Source: an optimization exercise on an open RTL-to-GDS flow (aim: small area, a short achievable clock period and few clock cycles per item). Production flows keep margins and buffers that such runs may drop.
Function not checked in this run: the RTL went through the layout flow alone.
Power figures rest on the tool's default switching activity, not on a simulated workload.

==> flow/config.mk <==
export PLATFORM = sky130hd
export DESIGN_NAME = kmeans_pixel_assign_accumulate
export DESIGN_NICKNAME = kmeans_pixel_assign_accumulate
export VERILOG_FILES = /design/flow/design.v
export SDC_FILE = /design/flow/constraint.sdc
export NUM_CORES = 4
export LEC_CHECK = 0
export CAP_MARGIN = 20
export CORE_MARGIN = 2
export CORE_UTILIZATION = 40
export PLACE_DENSITY = 0.6
export SLEW_MARGIN = 20
==> flow/constraint.sdc <==
create_clock -name core_clock -period 11.0 [get_ports {clk}]
set_input_delay 2.2000 -clock core_clock [delete_from_list [all_inputs] [get_ports {clk}]]
set_output_delay 2.2000 -clock core_clock [all_outputs]
set_load 0.01 [all_outputs]
==> flow/design.v <==
`timescale 1ns / 1ps
package kpa_pkg;
    localparam int NUM_CLUSTERS_DEF  = 6;
    localparam int NUM_CENTROID_REGS = 6;
    localparam int PIXEL_W     = 8;
    localparam int CENTROID_W  = 16;
    localparam int CLUSTER_W   = 3;
    localparam int SUM_W       = 28;
    localparam int COUNT_W     = 21;
    localparam int CFG_INDEX_W = 3;
    localparam logic [SUM_W-1:0]   SUM_MAX   = {SUM_W{1'b1}};
    localparam logic [COUNT_W-1:0] COUNT_MAX = {COUNT_W{1'b1}};
    localparam logic [CENTROID_W-1:0] CENTROID_FIXED = 16'hFF00;
    localparam int QUEUE_DEPTH = 4;
    localparam int QPTR_W      = $clog2(QUEUE_DEPTH);
    localparam logic KIND_LABEL   = 1'b0;
    localparam logic KIND_SUMMARY = 1'b1;
    typedef struct packed {
        logic [PIXEL_W-1:0]   pixel;
        logic [CLUSTER_W-1:0] cluster;
        logic                 first_pixel;
        logic                 last_pixel;
    } queue_item_t;
    typedef enum logic {
        BACK_LABEL,
        BACK_SUMMARY
    } back_state_t;
    function automatic logic [CENTROID_W-1:0] centroid_reset_value(input int k);
        case (k)
            0:       centroid_reset_value = 16'd0;
            1:       centroid_reset_value = 16'd16640;
            2:       centroid_reset_value = 16'd25600;
            3:       centroid_reset_value = 16'd32000;
            4:       centroid_reset_value = 16'd48640;
            default: centroid_reset_value = CENTROID_FIXED;
        endcase
    endfunction
endpackage
`timescale 1ns / 1ps
module kpa_classify
#(
    parameter int NUM_CLUSTERS = kpa_pkg::NUM_CLUSTERS_DEF
) (
    input  logic                                clk,
    input  logic                                rst_n,
    input  logic                                pixels_valid,
    output logic                                pixels_ready,
    input  logic [kpa_pkg::PIXEL_W-1:0]         pixels_pixel,
    input  logic                                pixels_first_pixel,
    input  logic                                pixels_last_pixel,
    input  logic                                cfg_write,
    input  logic [kpa_pkg::CFG_INDEX_W-1:0]     cfg_index,
    input  logic [kpa_pkg::CENTROID_W-1:0]      cfg_data,
    output logic                                push_valid,
    output kpa_pkg::queue_item_t                push_item,
    input  logic                                push_ready
);
    logic [kpa_pkg::CENTROID_W-1:0] centroid_reg [kpa_pkg::NUM_CENTROID_REGS];
    logic [kpa_pkg::CENTROID_W-1:0] centroid [NUM_CLUSTERS];
    logic [kpa_pkg::CENTROID_W-1:0] scaled;
    logic [kpa_pkg::CENTROID_W-1:0] dist_next [NUM_CLUSTERS];
    logic [kpa_pkg::CENTROID_W-1:0] dist_reg [NUM_CLUSTERS];
    logic [kpa_pkg::PIXEL_W-1:0]    pixel_reg;
    logic                  first_reg;
    logic                  last_reg;
    logic                  stage_valid_reg;
    logic [kpa_pkg::CENTROID_W-1:0] best_dist;
    logic [kpa_pkg::CLUSTER_W-1:0]  best_idx;
    logic                  stage_advance;
    always_ff @(posedge clk or negedge rst_n)
    begin
        if (!rst_n)
        begin
            for (int k = 0; k < kpa_pkg::NUM_CENTROID_REGS; k++)
            begin
                centroid_reg[k] <= kpa_pkg::centroid_reset_value(k);
            end
        end
        else
        begin
            for (int k = 0; k < kpa_pkg::NUM_CENTROID_REGS; k++)
            begin
                if (cfg_write && cfg_index == kpa_pkg::CFG_INDEX_W'(k) && k < NUM_CLUSTERS)
                begin
                    centroid_reg[k] <= cfg_data;
                end
            end
        end
    end
    always_comb
    begin
        for (int k = 0; k < NUM_CLUSTERS; k++)
        begin
            centroid[k] = (k < kpa_pkg::NUM_CENTROID_REGS) ? centroid_reg[k] : kpa_pkg::CENTROID_FIXED;
        end
    end
    always_comb
    begin
        scaled = {pixels_pixel, 8'h00};
        for (int k = 0; k < NUM_CLUSTERS; k++)
        begin
            dist_next[k] = (scaled >= centroid[k]) ? (scaled - centroid[k])
                                                   : (centroid[k] - scaled);
        end
    end
    assign stage_advance = !stage_valid_reg || push_ready;
    assign pixels_ready  = stage_advance;
    always_ff @(posedge clk or negedge rst_n)
    begin
        if (!rst_n)
        begin
            stage_valid_reg <= 1'b0;
        end
        else if (stage_advance)
        begin
            stage_valid_reg <= pixels_valid;
        end
    end
    always_ff @(posedge clk)
    begin
        if (stage_advance && pixels_valid)
        begin
            for (int k = 0; k < NUM_CLUSTERS; k++)
            begin
                dist_reg[k] <= dist_next[k];
            end
            pixel_reg <= pixels_pixel;
            first_reg <= pixels_first_pixel;
            last_reg  <= pixels_last_pixel;
        end
    end
    always_comb
    begin
        best_dist = dist_reg[0];
        best_idx  = '0;
        for (int k = 1; k < NUM_CLUSTERS; k++)
        begin
            if (dist_reg[k] < best_dist)
            begin
                best_dist = dist_reg[k];
                best_idx  = kpa_pkg::CLUSTER_W'(k);
            end
        end
    end
    assign push_valid             = stage_valid_reg;
    assign push_item.pixel        = pixel_reg;
    assign push_item.cluster      = best_idx;
    assign push_item.first_pixel  = first_reg;
    assign push_item.last_pixel   = last_reg;
endmodule
`timescale 1ns / 1ps
module kpa_fifo
(
    input  logic                 clk,
    input  logic                 rst_n,
    input  logic                 push_valid,
    input  kpa_pkg::queue_item_t push_item,
    output logic                 push_ready,
    output logic                 pop_valid,
    output kpa_pkg::queue_item_t pop_item,
    input  logic                 pop
);
    localparam int ITEM_W = kpa_pkg::PIXEL_W + kpa_pkg::CLUSTER_W + 2;
    logic [ITEM_W-1:0] mem [kpa_pkg::QUEUE_DEPTH];
    logic [kpa_pkg::QPTR_W-1:0] wr_ptr_reg;
    logic [kpa_pkg::QPTR_W-1:0] rd_ptr_reg;
    logic [kpa_pkg::QPTR_W:0]   count_reg;
    logic              do_push;
    logic              do_pop;
    assign push_ready = (count_reg != (kpa_pkg::QPTR_W+1)'(kpa_pkg::QUEUE_DEPTH));
    assign pop_valid  = (count_reg != '0);
    assign do_push    = push_valid && push_ready;
    assign do_pop     = pop && pop_valid;
    assign pop_item   = mem[rd_ptr_reg];
    always_ff @(posedge clk)
    begin
        if (do_push)
        begin
            mem[wr_ptr_reg] <= push_item;
        end
    end
    always_ff @(posedge clk or negedge rst_n)
    begin
        if (!rst_n)
        begin
            wr_ptr_reg <= '0;
            rd_ptr_reg <= '0;
            count_reg  <= '0;
        end
        else
        begin
            if (do_push)
            begin
                wr_ptr_reg <= wr_ptr_reg + 1'b1;
            end
            if (do_pop)
            begin
                rd_ptr_reg <= rd_ptr_reg + 1'b1;
            end
            if (do_push && !do_pop)
            begin
                count_reg <= count_reg + 1'b1;
            end
            else if (do_pop && !do_push)
            begin
                count_reg <= count_reg - 1'b1;
            end
        end
    end
endmodule
`timescale 1ns / 1ps
module kpa_accum
#(
    parameter int NUM_CLUSTERS = kpa_pkg::NUM_CLUSTERS_DEF
) (
    input  logic                 clk,
    input  logic                 rst_n,
    input  logic                 pop_valid,
    input  kpa_pkg::queue_item_t pop_item,
    output logic                 pop,
    output logic                 results_valid,
    input  logic                 results_ready,
    output logic                 results_item_kind,
    output logic [kpa_pkg::CLUSTER_W-1:0] results_cluster,
    output logic [kpa_pkg::SUM_W-1:0]     results_pixel_sum,
    output logic [kpa_pkg::COUNT_W-1:0]   results_pixel_count,
    output logic                 results_end_of_run
);
    localparam int IDX_W = $clog2(NUM_CLUSTERS);
    kpa_pkg::back_state_t          state_reg;
    kpa_pkg::back_state_t          state_next;
    logic [IDX_W-1:0]     idx_reg;
    logic [IDX_W-1:0]     idx_next;
    logic                 idx_last;
    logic [kpa_pkg::SUM_W-1:0]     sums_reg [NUM_CLUSTERS];
    logic [kpa_pkg::SUM_W-1:0]     sums_next [NUM_CLUSTERS];
    logic [kpa_pkg::COUNT_W-1:0]   counts_reg [NUM_CLUSTERS];
    logic [kpa_pkg::COUNT_W-1:0]   counts_next [NUM_CLUSTERS];
    logic [kpa_pkg::SUM_W-1:0]     sum_base;
    logic [kpa_pkg::COUNT_W-1:0]   count_base;
    logic [kpa_pkg::SUM_W:0]       sum_wide;
    logic                 res_valid_reg;
    logic                 res_valid_next;
    logic                 res_kind_reg;
    logic                 res_kind_next;
    logic [kpa_pkg::CLUSTER_W-1:0] res_cluster_reg;
    logic [kpa_pkg::CLUSTER_W-1:0] res_cluster_next;
    logic [kpa_pkg::SUM_W-1:0]     res_sum_reg;
    logic [kpa_pkg::SUM_W-1:0]     res_sum_next;
    logic [kpa_pkg::COUNT_W-1:0]   res_count_reg;
    logic [kpa_pkg::COUNT_W-1:0]   res_count_next;
    logic                 res_end_reg;
    logic                 res_end_next;
    logic                 out_free;
    assign out_free = !res_valid_reg || results_ready;
    assign idx_last = (idx_reg == IDX_W'(NUM_CLUSTERS - 1));
    always_comb
    begin
        state_next = state_reg;
        unique case (state_reg)
            kpa_pkg::BACK_LABEL:
            begin
                if (pop_valid && out_free && pop_item.last_pixel)
                begin
                    state_next = kpa_pkg::BACK_SUMMARY;
                end
            end
            kpa_pkg::BACK_SUMMARY:
            begin
                if (out_free && idx_last)
                begin
                    state_next = kpa_pkg::BACK_LABEL;
                end
            end
            default:
            begin
                state_next = kpa_pkg::BACK_LABEL;
            end
        endcase
    end
    always_comb
    begin
        pop              = 1'b0;
        idx_next         = idx_reg;
        res_valid_next   = res_valid_reg && !results_ready;
        res_kind_next    = res_kind_reg;
        res_cluster_next = res_cluster_reg;
        res_sum_next     = res_sum_reg;
        res_count_next   = res_count_reg;
        res_end_next     = res_end_reg;
        unique case (state_reg)
            kpa_pkg::BACK_LABEL:
            begin
                if (pop_valid && out_free)
                begin
                    pop              = 1'b1;
                    idx_next         = '0;
                    res_valid_next   = 1'b1;
                    res_kind_next    = kpa_pkg::KIND_LABEL;
                    res_cluster_next = pop_item.cluster;
                    res_sum_next     = '0;
                    res_count_next   = '0;
                    res_end_next     = !pop_item.last_pixel;
                end
            end
            kpa_pkg::BACK_SUMMARY:
            begin
                if (out_free)
                begin
                    idx_next         = idx_last ? '0 : idx_reg + 1'b1;
                    res_valid_next   = 1'b1;
                    res_kind_next    = kpa_pkg::KIND_SUMMARY;
                    res_cluster_next = kpa_pkg::CLUSTER_W'(idx_reg);
                    res_sum_next     = sums_reg[idx_reg];
                    res_count_next   = counts_reg[idx_reg];
                    res_end_next     = idx_last;
                end
            end
            default:
            begin
                pop = 1'b0;
            end
        endcase
    end
    always_comb
    begin
        sum_base   = '0;
        count_base = '0;
        sum_wide   = '0;
        for (int k = 0; k < NUM_CLUSTERS; k++)
        begin
            sums_next[k]   = sums_reg[k];
            counts_next[k] = counts_reg[k];
            if (pop)
            begin
                sum_base   = pop_item.first_pixel ? '0 : sums_reg[k];
                count_base = pop_item.first_pixel ? '0 : counts_reg[k];
                sums_next[k]   = sum_base;
                counts_next[k] = count_base;
                if (pop_item.cluster == kpa_pkg::CLUSTER_W'(k))
                begin
                    sum_wide = {1'b0, sum_base} + (kpa_pkg::SUM_W+1)'(pop_item.pixel);
                    sums_next[k] = sum_wide[kpa_pkg::SUM_W] ? kpa_pkg::SUM_MAX : sum_wide[kpa_pkg::SUM_W-1:0];
                    counts_next[k] = (count_base == kpa_pkg::COUNT_MAX) ? kpa_pkg::COUNT_MAX
                                                               : count_base + 1'b1;
                end
            end
        end
    end
    always_ff @(posedge clk or negedge rst_n)
    begin
        if (!rst_n)
        begin
            state_reg     <= kpa_pkg::BACK_LABEL;
            idx_reg       <= '0;
            res_valid_reg <= 1'b0;
            for (int k = 0; k < NUM_CLUSTERS; k++)
            begin
                sums_reg[k]   <= '0;
                counts_reg[k] <= '0;
            end
        end
        else
        begin
            state_reg     <= state_next;
            idx_reg       <= idx_next;
            res_valid_reg <= res_valid_next;
            for (int k = 0; k < NUM_CLUSTERS; k++)
            begin
                sums_reg[k]   <= sums_next[k];
                counts_reg[k] <= counts_next[k];
            end
        end
    end
    always_ff @(posedge clk)
    begin
        res_kind_reg    <= res_kind_next;
        res_cluster_reg <= res_cluster_next;
        res_sum_reg     <= res_sum_next;
        res_count_reg   <= res_count_next;
        res_end_reg     <= res_end_next;
    end
    assign results_valid       = res_valid_reg;
    assign results_item_kind   = res_kind_reg;
    assign results_cluster     = res_cluster_reg;
    assign results_pixel_sum   = res_sum_reg;
    assign results_pixel_count = res_count_reg;
    assign results_end_of_run  = res_end_reg;
endmodule
`timescale 1ns / 1ps
module kmeans_pixel_assign_accumulate
#(
    parameter int NUM_CLUSTERS = kpa_pkg::NUM_CLUSTERS_DEF
) (
    input  logic                            clk,
    input  logic                            rst_n,
    input  logic                            pixels_valid,
    output logic                            pixels_ready,
    input  logic [kpa_pkg::PIXEL_W-1:0]     pixels_pixel,
    input  logic                            pixels_first_pixel,
    input  logic                            pixels_last_pixel,
    output logic                            results_valid,
    input  logic                            results_ready,
    output logic                            results_item_kind,
    output logic [kpa_pkg::CLUSTER_W-1:0]   results_cluster,
    output logic [kpa_pkg::SUM_W-1:0]       results_pixel_sum,
    output logic [kpa_pkg::COUNT_W-1:0]     results_pixel_count,
    output logic                            results_end_of_run,
    input  logic                            cfg_write,
    input  logic [kpa_pkg::CFG_INDEX_W-1:0] cfg_index,
    input  logic [kpa_pkg::CENTROID_W-1:0]  cfg_data
);
    logic        push_valid;
    logic        push_ready;
    kpa_pkg::queue_item_t push_item;
    logic        pop_valid;
    logic        pop;
    kpa_pkg::queue_item_t pop_item;
    kpa_classify #(
        .NUM_CLUSTERS (NUM_CLUSTERS)
    ) u_classify (
        .clk        (clk),
        .rst_n      (rst_n),
        .pixels_valid       (pixels_valid),
        .pixels_ready       (pixels_ready),
        .pixels_pixel       (pixels_pixel),
        .pixels_first_pixel (pixels_first_pixel),
        .pixels_last_pixel  (pixels_last_pixel),
        .cfg_write  (cfg_write),
        .cfg_index  (cfg_index),
        .cfg_data   (cfg_data),
        .push_valid (push_valid),
        .push_item  (push_item),
        .push_ready (push_ready)
    );
    kpa_fifo u_fifo (
        .clk        (clk),
        .rst_n      (rst_n),
        .push_valid (push_valid),
        .push_item  (push_item),
        .push_ready (push_ready),
        .pop_valid  (pop_valid),
        .pop_item   (pop_item),
        .pop        (pop)
    );
    kpa_accum #(
        .NUM_CLUSTERS (NUM_CLUSTERS)
    ) u_accum (
        .clk       (clk),
        .rst_n     (rst_n),
        .pop_valid (pop_valid),
        .pop_item  (pop_item),
        .pop       (pop),
        .results_valid       (results_valid),
        .results_ready       (results_ready),
        .results_item_kind   (results_item_kind),
        .results_cluster     (results_cluster),
        .results_pixel_sum   (results_pixel_sum),
        .results_pixel_count (results_pixel_count),
        .results_end_of_run  (results_end_of_run)
    );
endmodule
==> flow/run.sh <==
#!/bin/bash
# synth_recipe.tcl (not shown) runs the flow's synth.tcl, then flattens the netlist and writes it again
# the make line also repeats each setting of config.mk as NAME=value (left out here)
make -C /OpenROAD-flow-scripts/flow DESIGN_CONFIG=/design/flow/config.mk WORK_HOME=/design/flow/orfs CLKGATE_MAP_FILE= SYNTH_SCRIPT=/design/flow/synth_recipe.tcl finish
==> run summary <==
[synthesized netlist by cell type (10+ instances only)]
| library cell | n |
|---|---|
| sky130_fd_sc_hd__o21ai_0 | 408 |
| sky130_fd_sc_hd__dfstp_2 | 25 |
| sky130_fd_sc_hd__a21oi_1 | 509 |
| sky130_fd_sc_hd__mux4_2 | 13 |
| sky130_fd_sc_hd__o22ai_1 | 68 |
| sky130_fd_sc_hd__fa_1 | 13 |
| sky130_fd_sc_hd__o22a_1 | 65 |
| sky130_fd_sc_hd__and4_1 | 13 |
| sky130_fd_sc_hd__dfrtp_1 | 378 |
| sky130_fd_sc_hd__edfxtp_1 | 212 |
| sky130_fd_sc_hd__nor2_1 | 341 |
| sky130_fd_sc_hd__nor3_1 | 75 |
| sky130_fd_sc_hd__mux2i_1 | 52 |
| sky130_fd_sc_hd__o21bai_1 | 18 |
| sky130_fd_sc_hd__o21a_1 | 39 |
| sky130_fd_sc_hd__mux2_2 | 76 |
| sky130_fd_sc_hd__o211ai_1 | 12 |
| sky130_fd_sc_hd__a22oi_1 | 10 |
| sky130_fd_sc_hd__nand2b_1 | 18 |
| sky130_fd_sc_hd__clkbuf_1 | 199 |
| sky130_fd_sc_hd__and2_1 | 23 |
| sky130_fd_sc_hd__ha_1 | 221 |
| sky130_fd_sc_hd__o31ai_1 | 16 |
| sky130_fd_sc_hd__buf_1 | 24 |
| sky130_fd_sc_hd__o41ai_1 | 12 |
| sky130_fd_sc_hd__xnor2_1 | 66 |
| sky130_fd_sc_hd__a21o_1 | 70 |
| sky130_fd_sc_hd__a221oi_1 | 54 |
| sky130_fd_sc_hd__nor4_1 | 20 |
| sky130_fd_sc_hd__a211oi_1 | 27 |
| sky130_fd_sc_hd__a31oi_1 | 70 |
| sky130_fd_sc_hd__xor2_1 | 51 |
| sky130_fd_sc_hd__a41oi_1 | 30 |
| sky130_fd_sc_hd__or3_1 | 19 |
| sky130_fd_sc_hd__nand4_1 | 40 |
| sky130_fd_sc_hd__nand3_1 | 121 |
| sky130_fd_sc_hd__nand2_1 | 293 |
| sky130_fd_sc_hd__a2bb2oi_1 | 12 |
| sky130_fd_sc_hd__and3_1 | 56 |
| sky130_fd_sc_hd__nor2b_1 | 78 |
| sky130_fd_sc_hd__inv_1 | 249 |
| sky130_fd_sc_hd__a21boi_0 | 10 |
[through the flow]
step           instances   util  setup WS (ns)  hold WS [ns]  area [um2]
6_report            5616  0.457          0.430         0.481       44100
3_5_place_dp        5460  0.426         -0.477         0.469       41100
5_1_grt             5615  0.457        -0.0412         0.509       44100
2_1_floorplan       4256      -          0.102         0.448       38900
4_1_cts             5603  0.454         0.0663         0.481       43800
3_3_place_gp        5459  0.426         -0.210         0.463       41100
[worst max path at each step]
stage	startpoint	slack, ns	cells past startpoint	end
floorplan	u_classify.dist_reg[1][14]$_DFFE_PP_	0.10	54	u_fifo.mem[0][3]$_DFFE_PP_
global placement	u_classify.dist_reg[1][9]$_DFFE_PP_	-0.21	50	u_fifo.mem[2][3]$_DFFE_PP_
detailed placement	u_classify.dist_reg[1][14]$_DFFE_PP_	-0.48	51	u_fifo.mem[2][3]$_DFFE_PP_
CTS	u_classify.dist_reg[1][14]$_DFFE_PP_	0.07	51	u_fifo.mem[1][3]$_DFFE_PP_
global route	u_classify.dist_reg[1][13]$_DFFE_PP_	-0.04	51	u_fifo.mem[3][3]$_DFFE_PP_
finish	u_classify.dist_reg[1][13]$_DFFE_PP_	0.43	47	u_fifo.mem[1][3]$_DFFE_PP_
[layer usage]
layer | GRT usage | vias to the layer above | share of wire
li1 | - | 15700 | -
met1 | 0.316 | 16000 | 0.45
met2 | 0.367 | 1046 | 0.47
met3 | 0.0295 | 170 | 0.059
met4 | 0.0609 | 0 | 0.022
met5 | 0 | - | 0
[power groups by stage]
stage	sequential (uW)	clock [uW]	combinational, uW
after floorplan	3940	0	5430
after global placement	4180	0	7300
after detailed placement	4190	0	7420
after CTS	4160	2680	7640
after global routing	4280	2770	8790
final	4180	2630	7920
[worst min-delay path: cells and delay by family (launching register included)]
kind,cells,cell delay [ns]
flip-flops,1,0.35
AND/OR/NAND/NOR,2,0.10
[repair_timing]
item                                    in CTS  in global routing
buffers inserted                             4                 11
gates resized for setup                     15                 30
endpoints found under the setup margin      12                 12
pin swaps                                    1                  7
cloned                                       1                  1
[kinds of logic (layout without fill, tap and decap cells)]
logic type / after synthesis / count (layout) / share of synthesized area
other cells: 0 / 1 / 0
buf+inv: 487 / 570 / 0.0482
xor+xnor: 117 / 117 / 0.0263
simple gates: 1146 / 1146 / 0.140
flops: 615 / 615 / 0.424
mux: 149 / 149 / 0.0460
compound gates: 1505 / 1505 / 0.237
fa+ha+maj: 237 / 237 / 0.0786
[area by class of cell]
cell class,instances,area share
inverters,250,0.0214
clock inverters,35,0.0113
diodes,1,0.0000567
clock buffers,103,0.0470
flip-flops and latches,615,0.374
multi-input cells,3154,0.472
well taps,1276,0.0362
repair buffers,182,0.0385
==> results.rst <==
.. list-table::
   :header-rows: 1

   * - Metric
     - Value
   * - Aggregate negative setup slack
     - 0 ns
   * - Post-detailed-route count of antenna-violating nets
     - 0
   * - Endpoint of the worst hold path
     - u_accum.sums_reg[5][0]$_DFFE_PN0P_
   * - Final-layout fill cell count
     - 9,133
   * - Area of the multi-input gates
     - 20,800 um2
   * - Routability congestion estimate from global placement
     - 0.881
   * - Sequential share of the synthesized area
     - 0.424
   * - Power per Cell Area
     - 334 nW/um2
   * - Number of nets in the layout
     - 4,546
   * - Overflow left after global routing
     - 0
   * - Synth-to-Final Area Change
     - 13.4%
   * - Num CTS Buffers
     - 75
   * - Clk sink count
     - 615
   * - Most area-consuming cells after synthesis
     - sky130_fd_sc_hd__dfrtp_1 (24%), sky130_fd_sc_hd__edfxtp_1 (16%), sky130_fd_sc_hd__ha_1 (7.1%)
   * - Die width
     - 316 um
   * - Data required time at the worst endpoint
     - 11.38 ns
   * - Maximum number of pins on one net before global-route repair
     - 160
   * - Initial core utilization
     - 0.403
   * - Hold wc startpoint
     - u_accum.sums_reg[5][0]$_DFFE_PN0P_
   * - Share of flip-flops with an asynchronous set or reset after synthesis
     - 0.655
   * - Type of the worst setup path
     - register to register
   * - Number of antenna violations at the first check in global routing
     - 2
   * - Height of the die
     - 316 um
   * - Maximum single-stage delay on the critical path
     - 0.69 ns
   * - Most numerous cell on the critical path
     - sky130_fd_sc_hd__a21o_1
   * - Hold depth
     - 2
   * - Die outline area
     - 99,700 um2
   * - Post-DP HPWL
     - 79,200 um
   * - Peak VDD IR
     - 238 uV
   * - Number of distinct standard cells referenced by the synthesized netlist
     - 90
   * - Fin crit period
     - 10.57 ns
   * - Share of power burned in combinational logic
     - 0.538
   * - Leakage power figure
     - 0.0181 uW
   * - Crit. End Element
     - register
   * - Clk pin slew, worst setup/hold paths
     - 0.06 ns
   * - Number of buffers on the longest clock path
     - 3
   * - Destination of the worst register-to-register timing path
     - u_fifo.mem[1][3]$_DFFE_PP_
   * - Peak Freq
     - 94.6 MHz
   * - Internal power
     - 8280 uW
   * - Worst Max-Slew Pin Slew
     - 1.16 ns
   * - Setup slack of the worst register-to-register path
     - 0.43 ns
   * - Part of the total power dissipated in sequential elements
     - 0.284
   * - Critical Path Fanout Max
     - 17
   * - Max FFs per register
     - 168
   * - Critical path's slowest cell
     - sky130_fd_sc_hd__a2111oi_0
   * - Net switching share of the total power
     - 0.438
   * - Average vias per placed instance
     - 5.86
   * - Slew Limit Fails
     - 0
   * - Most used flip-flop cell after synthesis
     - sky130_fd_sc_hd__dfrtp_1
   * - Result of the run
     - no timing/DRC/antenna violations
   * - Clock tree from TritonCTS
     - done
   * - Global-route wire length before repair
     - 179,000 um
   * - Drt initial violations
     - 2,796
   * - Port-buffer cells
     - 89
   * - Commonest non-fill, non-tap cell in the layout
     - sky130_fd_sc_hd__a21oi_1
   * - Number of flops mapped to enable cells by yosys
     - 212
   * - Final setup violating endpoints
     - 0
   * - Hold buffer count at cts
     - 0
   * - Hold WC Path Type
     - register to register
   * - Final worst path period share
     - 0.961
   * - Clock tree skew after final layout
     - 0.0282 ns
   * - Cells after Synth
     - 4,256
   * - # rows
     - 114
   * - Average wire per standard cell
     - 20.2 um
   * - Proportion of netlist area held by the largest area contributor
     - 0.243
   * - Storage cell area
     - 16,500 um2
   * - Total iterations of the first detailed-routing run
     - 6
   * - Launch instance of the worst register-to-register path
     - u_classify.dist_reg[1][13]$_DFFE_PP_
   * - Psw
     - 6450 uW
   * - Mean cell area of the mapped netlist
     - 9.14 um2
   * - Data arrival time at the worst-slack endpoint
     - 10.95 ns
   * - Layout cells sized above 1
     - 0.0973
   * - Worst reg-to-reg path cell count
     - 47
   * - Total wire length after detailed routing
     - 113,000 um
   * - Power consumption
     - 14,700 uW
   * - Commonest cells after routing, fill and taps aside
     - sky130_fd_sc_hd__a21oi_1 (491), sky130_fd_sc_hd__o21ai_0 (405), sky130_fd_sc_hd__dfrtp_1 (374)
   * - Max cap viols
     - 0
   * - Fin. Hold Viols
     - 0
   * - Count of H-tree levels built during CTS
     - 3
   * - Number of I/O pins
     - 90
   * - Global-route usage over all layers
     - 0.225
   * - Critical path buffers and inverters
     - 5
   * - Clk root buf
     - sky130_fd_sc_hd__clkbuf_16
   * - Number of warnings reported in the yosys synthesis log
     - 11
   * - Total vias in the final route
     - 32,900
   * - Via count of the first global-routing pass
     - 31,000
   * - Relative max-transition margin
     - 0.219
   * - Largest area contributor in the netlist
     - sky130_fd_sc_hd__dfrtp_1
   * - Clock insertion delay at the later pin of the skew report
     - 0.64 ns
   * - Nets in the synthesized netlist
     - 4,524
   * - Summed instance area of the synthesized netlist
     - 38,900 um2
   * - Largest delay contributor family on the critical path
     - compound AO/OA/AOI/OAI gates
   * - Residual DRC
     - 0
   * - Type of element launching the critical path
     - register
   * - Core box area
     - 96,600 um2
   * - Flops & latches, synth
     - 615
   * - Clock power share
     - 0.179

static timing again, ports no longer ideal:
No port has a modelled driver above. Below, the same layout with a new extraction and two added sets of constraints. Step 1 sets driving cells, clkbuf_16 on the clock port and buf_2 on the other inputs (assumed; they add their load-dependent delay and slew). Step 2 times the ports against the registers' clock, not the clock port: input delays grow and output delays shrink by t, the midpoint of the rising clock arrivals with the driver on. Three values: ideal ports, drivers, drivers and shift; two values: the first two.
t (ns): 0.704
setup WS [ns]: 0.430 / 0.430 / 0.430
worst register clock-pin slew, ns: 0.07 / 0.07
worst slew at a driven data input, ns: 0.06
After both steps setup and hold are still met in this run. The setup slack of this run moves by 0.000 ns with the drivers and by 0.000 ns with both steps.
